Background: an optimization exercise with open tools, aiming at small area and a short achievable clock period. Do not read the settings as production practice.
In this exercise RTL edits were held to simulation tests only and were not proved equivalent to the original.
Power figures rest on the tool's default switching activity, not on a simulated workload.

// approx_err_monitor
module approx_err_monitor #(
  parameter int W     = approx_mon_pkg::W,
  parameter int CNT_W = approx_mon_pkg::CNT_W,
  parameter int ACC_W = approx_mon_pkg::ACC_W
) (
  input  logic                 clk,
  input  logic                 rst,
  input  logic                 in_valid,
  output logic                 in_ready,
  input  logic [W-1:0]         a,
  input  logic [W-1:0]         b,
  input  logic [2*W-1:0]       prod,
  input  logic                 start,
  input  logic [CNT_W-1:0]     win_len,
  output logic                 busy,
  output logic                 done,
  output logic [CNT_W-1:0]     smp_cnt,
  output logic [CNT_W-1:0]     err_cnt,
  output logic [ACC_W-1:0]     sum_ed,
  output logic [ACC_W-1:0]     sum_bias,
  output logic [2*W-1:0]       max_ed,
  output logic [W-1:0]         max_a,
  output logic [W-1:0]         max_b
);
Size in the first run: about 360 I/O pins, roughly 28000 µm² of cells after synthesis.
Settings: LEC_CHECK=0, CAP_MARGIN=20, CORE_MARGIN=2, CORE_UTILIZATION=50, SETUP_SLACK_MARGIN=3.5, SLEW_MARGIN=20, SYNTH_HIERARCHICAL=1; clock period 7.2 ns.
standard.sh (not shown) runs the stock make flow with config.mk's settings and CLKGATE_MAP_FILE= SYNTH_SCRIPT=/design/flow/synth_recipe.tcl, a recipe that flattens the netlist after the stock synthesis.
==> flow/flow/run.sh <==
#!/bin/bash
# Layout flow: the standard ORFS flow, with the port buffers made of the smallest buffer
# cell (sky130_fd_sc_hd__buf_1) instead of the flow's default pick.
set -euo pipefail
bash standard.sh BUFFER_PORTS_ARGS="-buffer_cell sky130_fd_sc_hd__buf_1" finish > flow_standard.log 2>&1
Edit:
==> flow/run.sh (new file) <==
#!/bin/bash
# synth_recipe.tcl (not shown) runs the flow's synth.tcl, then flattens the netlist and writes it again
# the make line also repeats each setting of config.mk as NAME=value (left out here)
make -C /OpenROAD-flow-scripts/flow DESIGN_CONFIG=/design/flow/config.mk WORK_HOME=/design/flow/orfs CLKGATE_MAP_FILE= SYNTH_SCRIPT=/design/flow/synth_recipe.tcl finish
removed: flow/flow/run.sh
removed: flow/standard.sh
=>
- via count is higher slightly
- setup slack improved by 63 ps
- hold slack improved by 8.2 ps
Edit:
Settings changed: CORE_UTILIZATION 50 to 40, SETUP_SLACK_MARGIN 3.5 to 3.0, SYNTH_HIERARCHICAL 1 to default.
Result: The changed run finished clean. Final cell count went down by about 0.5%. Die area went up by about 20%. Combinational power went down by about 23%. Clock skew went up by 18 ps. Clock power went up by about 4%. Fmax went down by 7.4%. Setup slack loses 360 ps. Global-route usage went down by 5.6 points. Area after synthesis went down by 2.9%.
Edit:
Settings changed: CORE_UTILIZATION 40 to 60.
Outcome: Hold slack stays flat. Maximum frequency came out lower by 1.3%. Total power grows by 1.2%. Cell area decreases by 2.6%. Combinational power rose by about 5%. Via count rose by 4.0%. Clock power decreases by 14%. Routed wire length came out lower by 2.1%. Global-route usage rose by 9.5 points. Final cell count falls by 6.9%.
Edit:
==> flow/flow/run.sh (new file) <==
#!/bin/bash
# Layout flow: the standard ORFS flow, with the port buffers made of the smallest buffer
# cell (sky130_fd_sc_hd__buf_1) instead of the flow's default pick.
set -euo pipefail
bash standard.sh BUFFER_PORTS_ARGS="-buffer_cell sky130_fd_sc_hd__buf_1" finish > flow_standard.log 2>&1
==> flow/standard.sh (new file) <==
#!/bin/bash
# synth_recipe.tcl (not shown) runs the flow's synth.tcl, then flattens the netlist and writes it again
# the make line also repeats each setting of config.mk as NAME=value (left out here)
make -C /OpenROAD-flow-scripts/flow DESIGN_CONFIG=/design/flow/config.mk WORK_HOME=/design/flow/orfs CLKGATE_MAP_FILE= SYNTH_SCRIPT=/design/flow/synth_recipe.tcl "${@:-finish}"
Settings changed: CORE_UTILIZATION 60 to 50, SETUP_SLACK_MARGIN 3.0 to 4.5, SYNTH_HIERARCHICAL from default to 1.
removed: flow/run.sh
Outcome:
- global-route usage decreases by 1.6 points
- routed wire length increases by about a fifth
- worst setup slack is better by 310 ps
- final area increases by about a fifth


run 1:
Another version of the RTL of approx_err_monitor (not shown whole).
Size: about 460 flip-flops, ~360 I/O pins, roughly 0.030 mm² of cells after synthesis.
Settings: LEC_CHECK=0, CAP_MARGIN=20, CORE_MARGIN=2, CORE_UTILIZATION=50, CTS_BUF_LIST=sky130_fd_sc_hd__clkbuf_8, CTS_CLUSTER_SIZE=30, SETUP_SLACK_MARGIN=3.5, SLEW_MARGIN=20, SYNTH_HIERARCHICAL=1; clock period 7.2 ns.
==> flow/flow/run.sh <==
#!/bin/bash
# Layout flow: the standard ORFS flow (standard.sh) with two changes:
#  - synthesis: full/half-adder cells are extracted only in module approx_err_tree (the
#    multiplier's carry-save tree), and ABC maps modules approx_err_s1, approx_err_cpa and
#    approx_err_monitor with ORFS's delay-driven "area" script (abc_area.script, map -B 0.9),
#    the others with the default script. Everything else is ORFS's synth.tcl run through
#    synth_recipe.tcl, so the registers are the standard synthesis's;
#  - the port buffers use the smallest buffer cell (sky130_fd_sc_hd__buf_1).
set -euo pipefail
here=$(pwd)
python3 - "$FLOW_HOME/scripts/synth.tcl" "$here/synth_mix.tcl" <<'PY'
import sys
s = open(sys.argv[1]).read()
old = '  log_cmd abc {*}$abc_args\n'
assert s.count(old) == 1
new = ('  set abc_args_area [lreplace $abc_args 1 1 $::env(SCRIPTS_DIR)/abc_area.script]\n'
       '  log_cmd abc {*}$abc_args_area approx_err_cpa approx_err_monitor approx_err_s1\n'
       '  log_cmd abc {*}$abc_args * approx_err_cpa %d approx_err_monitor %d approx_err_s1 %d\n')
s = s.replace(old, new)
old = 'extract_fa {*}[dont_use_extract_fa_args]\n'
assert s.count(old) == 1
s = s.replace(old, 'extract_fa {*}[dont_use_extract_fa_args] approx_err_tree\n')
open(sys.argv[2], 'w').write(s)
PY
grep -q 'source $::env(SCRIPTS_DIR)/synth.tcl' synth_recipe.tcl
sed "s#source \$::env(SCRIPTS_DIR)/synth.tcl#source $here/synth_mix.tcl#" synth_recipe.tcl > "$here/synth_recipe_mix.tcl"
bash standard.sh SYNTH_SCRIPT="$here/synth_recipe_mix.tcl" \
  BUFFER_PORTS_ARGS="-buffer_cell sky130_fd_sc_hd__buf_1" finish > flow_standard.log 2>&1
## Diff of input files: run 2 against run 1
diff --git a/flow/config.mk b/flow/config.mk
--- a/flow/config.mk
+++ b/flow/config.mk
@@ -10,4 +10,2 @@
-export CORE_UTILIZATION = 50
-export CTS_BUF_LIST = sky130_fd_sc_hd__clkbuf_8
-export CTS_CLUSTER_SIZE = 30
-export SETUP_SLACK_MARGIN = 3.5
+export CORE_UTILIZATION = 65
+export SETUP_SLACK_MARGIN = 4.0
Run 2 finished every step from synthesis to the final layout, and the layout passed the timing, design-rule and antenna checks.
Met2 wire length: run 2 higher than run 1
Per the comparison of run 2 with run 1, synthesized cell count did not really move, post-route standard cell area excluding fillers went up, final cell count went down.
Of the two values seen for worst setup path startpoint, start was produced by run 1 and u_calc.s1_a[15] by run 2.
Input-level comparison between run 3 and run 2:
diff --git a/flow/config.mk b/flow/config.mk
--- a/flow/config.mk
+++ b/flow/config.mk
@@ -10,2 +10,2 @@
-export CORE_UTILIZATION = 65
-export SETUP_SLACK_MARGIN = 4.0
+export CORE_UTILIZATION = 50
+export SETUP_SLACK_MARGIN = 3.5
## What came out
- Via count of the first global-routing pass, run 2 and run 3, higher one = run 2.
- Between run 3 and run 2, it is run 3 whose met2 track demand over resource in global routing is lower, by 14 points.
- Layout-stage area growth over the synthesis result: lower on run 3
- Compared with run 2, in run 3 total number of vias moved down, total stage count of the critical path moved down.
- No stage failed in run 3, and the final checks on the layout all came back clean.
- Final area: run 3 lower than run 2
- Comparing run 2 and run 3, the higher final critical-path share of the clock period was measured on run 2.
- Run 2 leaves less setup margin than run 3.
Inputs modified between run 3 and run 4:
diff --git a/flow/config.mk b/flow/config.mk
--- a/flow/config.mk
+++ b/flow/config.mk
@@ -11 +11 @@
-export SETUP_SLACK_MARGIN = 3.5
+export SETUP_SLACK_MARGIN = 3.0
==> run summary <==
- Going from run 3 to run 4, the part of the cycle the worst path needs was found to have gone up by 5.8 points.
- The run showing the smaller share of post-route cells with drive strength above 1 is run 4.
- Arrival time at the worst endpoint, run 3 and run 4, lower one = run 3.
- Delta (run 4 minus run 3): via count went down by 0.74%; wire length of the first global-routing pass roughly the same; timing-limited maximum frequency down 31 MHz.
- Non-clock buffer count in the final layout was lower in run 4 than in run 3.
- Against run 3, sum of routed wire length over all layers in run 4 came out better.
- Comparing run 3 and run 4, the higher final setup slack of the worst path is on run 3.
- Comparing run 4 with run 3, the clock distribution power came out essentially unchanged.
- Re combinational power share: run 4 is 0.8 points down on run 3.


approx_err_monitor, a different RTL version from the one above (not shown whole).
Size in the first run: about 3,900 cells after synthesis, ~360 I/O pins.
clock: 7.2 ns
lec_check: 0
cap_margin: 20
core_margin: 2
core_utilization: 50
gpl_routability_driven: 0
setup_slack_margin: 3.5
slew_margin: 20
synth_hierarchical: 1
==> flow/flow/run.sh <==
#!/bin/bash
# Layout flow: the standard ORFS flow (standard.sh) with two changes:
#  - synthesis extracts no full/half-adder cells (ABC maps all arithmetic and sees whole
#    paths), and ABC maps each module with its own script: approx_err_cpa and approx_err_s1
#    with ORFS's delay-driven area script (map -B 0.9), approx_err_monitor with a single &nf
#    pass, the rest with ORFS's default speed script. Everything else is ORFS's synth.tcl run
#    through synth_recipe.tcl, so the registers are the standard synthesis's;
#  - the port buffers use the smallest buffer cell (sky130_fd_sc_hd__buf_1).
set -euo pipefail
here=$(pwd)
python3 - "$FLOW_HOME/scripts/synth.tcl" "$here/synth_mix.tcl" <<'PY'
import sys
s = open(sys.argv[1]).read()
MAP = "+strash;dch;map,-B,0.9;topo;stime,-c;buffer,-c;upsize,-c;dnsize,-c"
NF = "+&get,-n;&st;&dch;&nf;&put;buffer,-c;upsize,-c;dnsize,-c"
def a(x):
    return '[lreplace $abc_args 1 1 "' + x + '"]'
old = '  log_cmd abc {*}$abc_args\n'
assert s.count(old) == 1
new = (f'  log_cmd abc {{*}}{a(MAP)} approx_err_cpa\n'
       f'  log_cmd abc {{*}}{a(NF)} approx_err_monitor\n'
       f'  log_cmd abc {{*}}{a(MAP)} approx_err_s1\n'
       '  log_cmd abc {*}$abc_args * approx_err_cpa %d approx_err_monitor %d approx_err_s1 %d\n')
s = s.replace(old, new)
old = 'extract_fa {*}[dont_use_extract_fa_args]\n'
assert s.count(old) == 1
s = s.replace(old, 'extract_fa {*}[dont_use_extract_fa_args] approx_err_none\n')
open(sys.argv[2], 'w').write(s)
PY
grep -q 'source $::env(SCRIPTS_DIR)/synth.tcl' synth_recipe.tcl
sed "s#source \$::env(SCRIPTS_DIR)/synth.tcl#source $here/synth_mix.tcl#" synth_recipe.tcl > "$here/synth_recipe_mix.tcl"
bash standard.sh SYNTH_SCRIPT="$here/synth_recipe_mix.tcl" \
  BUFFER_PORTS_ARGS="-buffer_cell sky130_fd_sc_hd__buf_1" finish > flow_standard.log 2>&1
The starting point completed with no timing, DRC or antenna violations.
Edit:
GPL_ROUTABILITY_DRIVEN = default   (was 0)
GPL_TIMING_DRIVEN = 0   (was default)
The new run finished with timing, DRC and antenna clean.
Setup slack is worse by 0.15 ns.
Sequential share of layout area shrinks by 2.2 points.
Register-to-register slack is worse by 0.15 ns.
Maximum frequency shrinks by 3.9%.
Clock skew shrinks by 0.0096 ns.
Routed wire length grows by 13%.
Edit:
GPL_TIMING_DRIVEN = default   (was 0)
Maximum frequency goes up by 4.1%. Synthesized area does not change. Clock-buffer cell count does not change. Synthesized cell count is unchanged.
Edit:
CORE_UTILIZATION = 55   (was 50)
Effect:
- sequential share of layout area barely changes
- critical path depth goes up by 1
- worst hold slack barely changes
- setup slack is worse by 0.067 ns
- global-route usage goes up by 2.6 points
- die area goes down by 8.9%
- routed wire length goes up by 1.4%
- core utilization goes up by 6.0 points
Edit:
CORE_UTILIZATION = 50   (was 55)
CTS_BUF_LIST = sky130_fd_sc_hd__clkbuf_2   (was default)
- The new run ran to the end with no violations
- combinational power decreases by about 1%
- routed wire length hardly moves
- setup slack is better by 0.085 ns
- synthesized area is unchanged
- worst hold slack improved by 0.0045 ns
- first-iteration DRC count decreases by 17%
- clock skew grows by 0.045 ns


Setup of v31:
RTL: one of the versions met above, not the one the previous note started from.
Size in the first run: about 4600 cells after synthesis, roughly 460 flip-flops, ~30000 um2 of cells after synthesis.
==> flow/design.v (excerpt) <==
module approx_err_monitor #(
  parameter int W     = approx_mon_pkg::W,
  parameter int CNT_W = approx_mon_pkg::CNT_W,
  parameter int ACC_W = approx_mon_pkg::ACC_W
) (
  input  logic                 clk,
  input  logic                 rst,
  input  logic                 in_valid,
  output logic                 in_ready,
  input  logic [W-1:0]         a,
  input  logic [W-1:0]         b,
  input  logic [2*W-1:0]       prod,
  input  logic                 start,
  input  logic [CNT_W-1:0]     win_len,
  output logic                 busy,
  output logic                 done,
  output logic [CNT_W-1:0]     smp_cnt,
  output logic [CNT_W-1:0]     err_cnt,
  output logic [ACC_W-1:0]     sum_ed,
  output logic [ACC_W-1:0]     sum_bias,
  output logic [2*W-1:0]       max_ed,
  output logic [W-1:0]         max_a,
  output logic [W-1:0]         max_b
);
  logic                run, dr1, dr2;
  logic [CNT_W-1:0]    rem;           
  logic [CNT_W-1:0]    rem_n;
  logic                accept, last, clr, clr_all, len_nz;
  logic                res_valid;
  ...
==> flow/config.mk <==
export PLATFORM = sky130hd
export DESIGN_NAME = approx_err_monitor
export DESIGN_NICKNAME = approx_err_monitor
export VERILOG_FILES = /design/flow/design.v
export SDC_FILE = /design/flow/constraint.sdc
export NUM_CORES = 4
export LEC_CHECK = 0
export CAP_MARGIN = 20
export CORE_MARGIN = 2
export CORE_UTILIZATION = 45
export SETUP_SLACK_MARGIN = 3.5
export SLEW_MARGIN = 20
export SYNTH_HIERARCHICAL = 1
==> flow/constraint.sdc <==
create_clock -name core_clock -period 7.2 [get_ports {clk}]
set_input_delay 1.4400 -clock core_clock [delete_from_list [all_inputs] [get_ports {clk}]]
set_output_delay 1.4400 -clock core_clock [all_outputs]
set_load 0.01 [all_outputs]
==> flow/flow/run.sh <==
#!/bin/bash
# Layout flow: the standard ORFS flow (standard.sh) with two changes:
#  - synthesis: full/half-adder cells are extracted only in module approx_err_tree (the
#    multiplier's carry-save tree), and ABC maps modules approx_err_s1, approx_err_cpa and
#    approx_err_monitor with ORFS's delay-driven "area" script (abc_area.script, map -B 0.9),
#    the others with the default script. Everything else is ORFS's synth.tcl run through
#    synth_recipe.tcl, so the registers are the standard synthesis's;
#  - the port buffers use the smallest buffer cell (sky130_fd_sc_hd__buf_1).
set -euo pipefail
here=$(pwd)
python3 - "$FLOW_HOME/scripts/synth.tcl" "$here/synth_mix.tcl" <<'PY'
import sys
s = open(sys.argv[1]).read()
old = '  log_cmd abc {*}$abc_args\n'
assert s.count(old) == 1
new = ('  set abc_args_area [lreplace $abc_args 1 1 $::env(SCRIPTS_DIR)/abc_area.script]\n'
       '  log_cmd abc {*}$abc_args_area approx_err_cpa approx_err_monitor approx_err_s1\n'
       '  log_cmd abc {*}$abc_args * approx_err_cpa %d approx_err_monitor %d approx_err_s1 %d\n')
s = s.replace(old, new)
old = 'extract_fa {*}[dont_use_extract_fa_args]\n'
assert s.count(old) == 1
s = s.replace(old, 'extract_fa {*}[dont_use_extract_fa_args] approx_err_tree\n')
open(sys.argv[2], 'w').write(s)
PY
grep -q 'source $::env(SCRIPTS_DIR)/synth.tcl' synth_recipe.tcl
sed "s#source \$::env(SCRIPTS_DIR)/synth.tcl#source $here/synth_mix.tcl#" synth_recipe.tcl > "$here/synth_recipe_mix.tcl"
bash standard.sh SYNTH_SCRIPT="$here/synth_recipe_mix.tcl" \
  BUFFER_PORTS_ARGS="-buffer_cell sky130_fd_sc_hd__buf_1" finish > flow_standard.log 2>&1
Inputs modified between v31 and v29:
- CORE_UTILIZATION now 50, was 45
- PLACE_DENSITY now 0.7, previously not set
--- outcome ---
v29 vs v31: total length of routed met3 wires up by more than 10%
Compared v29 against v31; final hold slack within noise.
Comparing v29 against v31, there is no change at all in total number of multi-input combinational cells.
Met3 routing resource usage after global routing in v29 vs v31: up 0.67 points
On final area: v29 sits below v31.
The setup slack of the critical path after layout of v29 is lower than that of v31.
Compare v31 and v29 | total power after layout lower: v29
What v46 does differently from v29 at the input level:
- PLACE_DENSITY removed (was 0.7)
- SETUP_SLACK_MARGIN changed from 3.5 to 4.0
==> run summary <==
The final reports for v46 and v29 show multi-input gate share of the layout cell area lower in the former. v46 vs v29: total of clock buffers placed in the layout down in v46. Summary of v46 over v29: setup slack after layout went up 82 ps, proportion of cell area spent on the clock network dropped 0.53 points. Going from v29 to v46, highest achievable clock rate grows by about 2.4%. When v46 is measured against v29, its worst-margin pin slew turns out 240 ps lower. Measured against each other, v29 and v46 differ in number of detailed-route iterations in the first pass, the higher figure coming from v46. Looking at top metal layer carrying routed signals, the met4 result is from v29; the met5 one comes from v46.

## static timing again, ports no longer ideal
No port has a modelled driver above. Below, the same layouts with a new extraction and two added sets of constraints. Step 1 sets driving cells, clkbuf_16 on the clock port and buf_2 on the other inputs (assumed; they add their load-dependent delay and slew). Step 2 times the ports against the registers' clock, not the clock port: input delays grow and output delays shrink by t, the midpoint of the rising clock arrivals with the driver on. Three values: ideal, step 1, step 2; two values: the first two.
run	t (ns)	slack for setup (ns)	worst register clock-pin slew, ns	cell pins on the clock port's net
the first run of note 1	0.651	2.662 / 2.662 / 2.662	0.07 / 0.07	1
the second run of note 1	0.661	2.726 / 2.726 / 2.726	0.06 / 0.06	1
the third run of note 1	0.645	2.369 / 2.369 / 2.369	0.06 / 0.06	1
the fourth run of note 1	0.647	2.306 / 2.306 / 2.306	0.07 / 0.07	1
the fifth run of note 1	0.655	2.618 / 2.618 / 2.618	0.07 / 0.07	1
run 1	0.731	3.655 / 3.686 / 2.955	0.07 / 0.07	1
run 2	0.681	3.174 / 3.174 / 3.174	0.07 / 0.07	1
run 3	0.659	3.696 / 3.696 / 3.246	0.07 / 0.07	1
run 4	0.655	3.275 / 3.275 / 2.744	0.07 / 0.07	1
the first run of note 3	0.656	3.642 / 3.642 / 3.331	0.06 / 0.06	1
the second run of note 3	0.665	3.497 / 3.497 / 3.120	0.06 / 0.06	1
the third run of note 3	0.656	3.642 / 3.642 / 3.331	0.06 / 0.06	1
the fourth run of note 3	0.661	3.576 / 3.576 / 3.418	0.06 / 0.06	1
the fifth run of note 3	1.210	3.661 / 3.661 / 3.358	0.12 / 0.12	1
v31	0.658	3.750 / 3.750 / 3.343	0.08 / 0.08	1
v29	0.660	3.632 / 3.632 / 3.191	0.06 / 0.06	1
v46	0.671	3.715 / 3.715 / 3.360	0.08 / 0.08	1
After both steps every run listed still meets setup and hold. For run 1, which loses most, drivers alone change the setup slack by +0.031 ns; drivers and shift together by -0.700 ns.
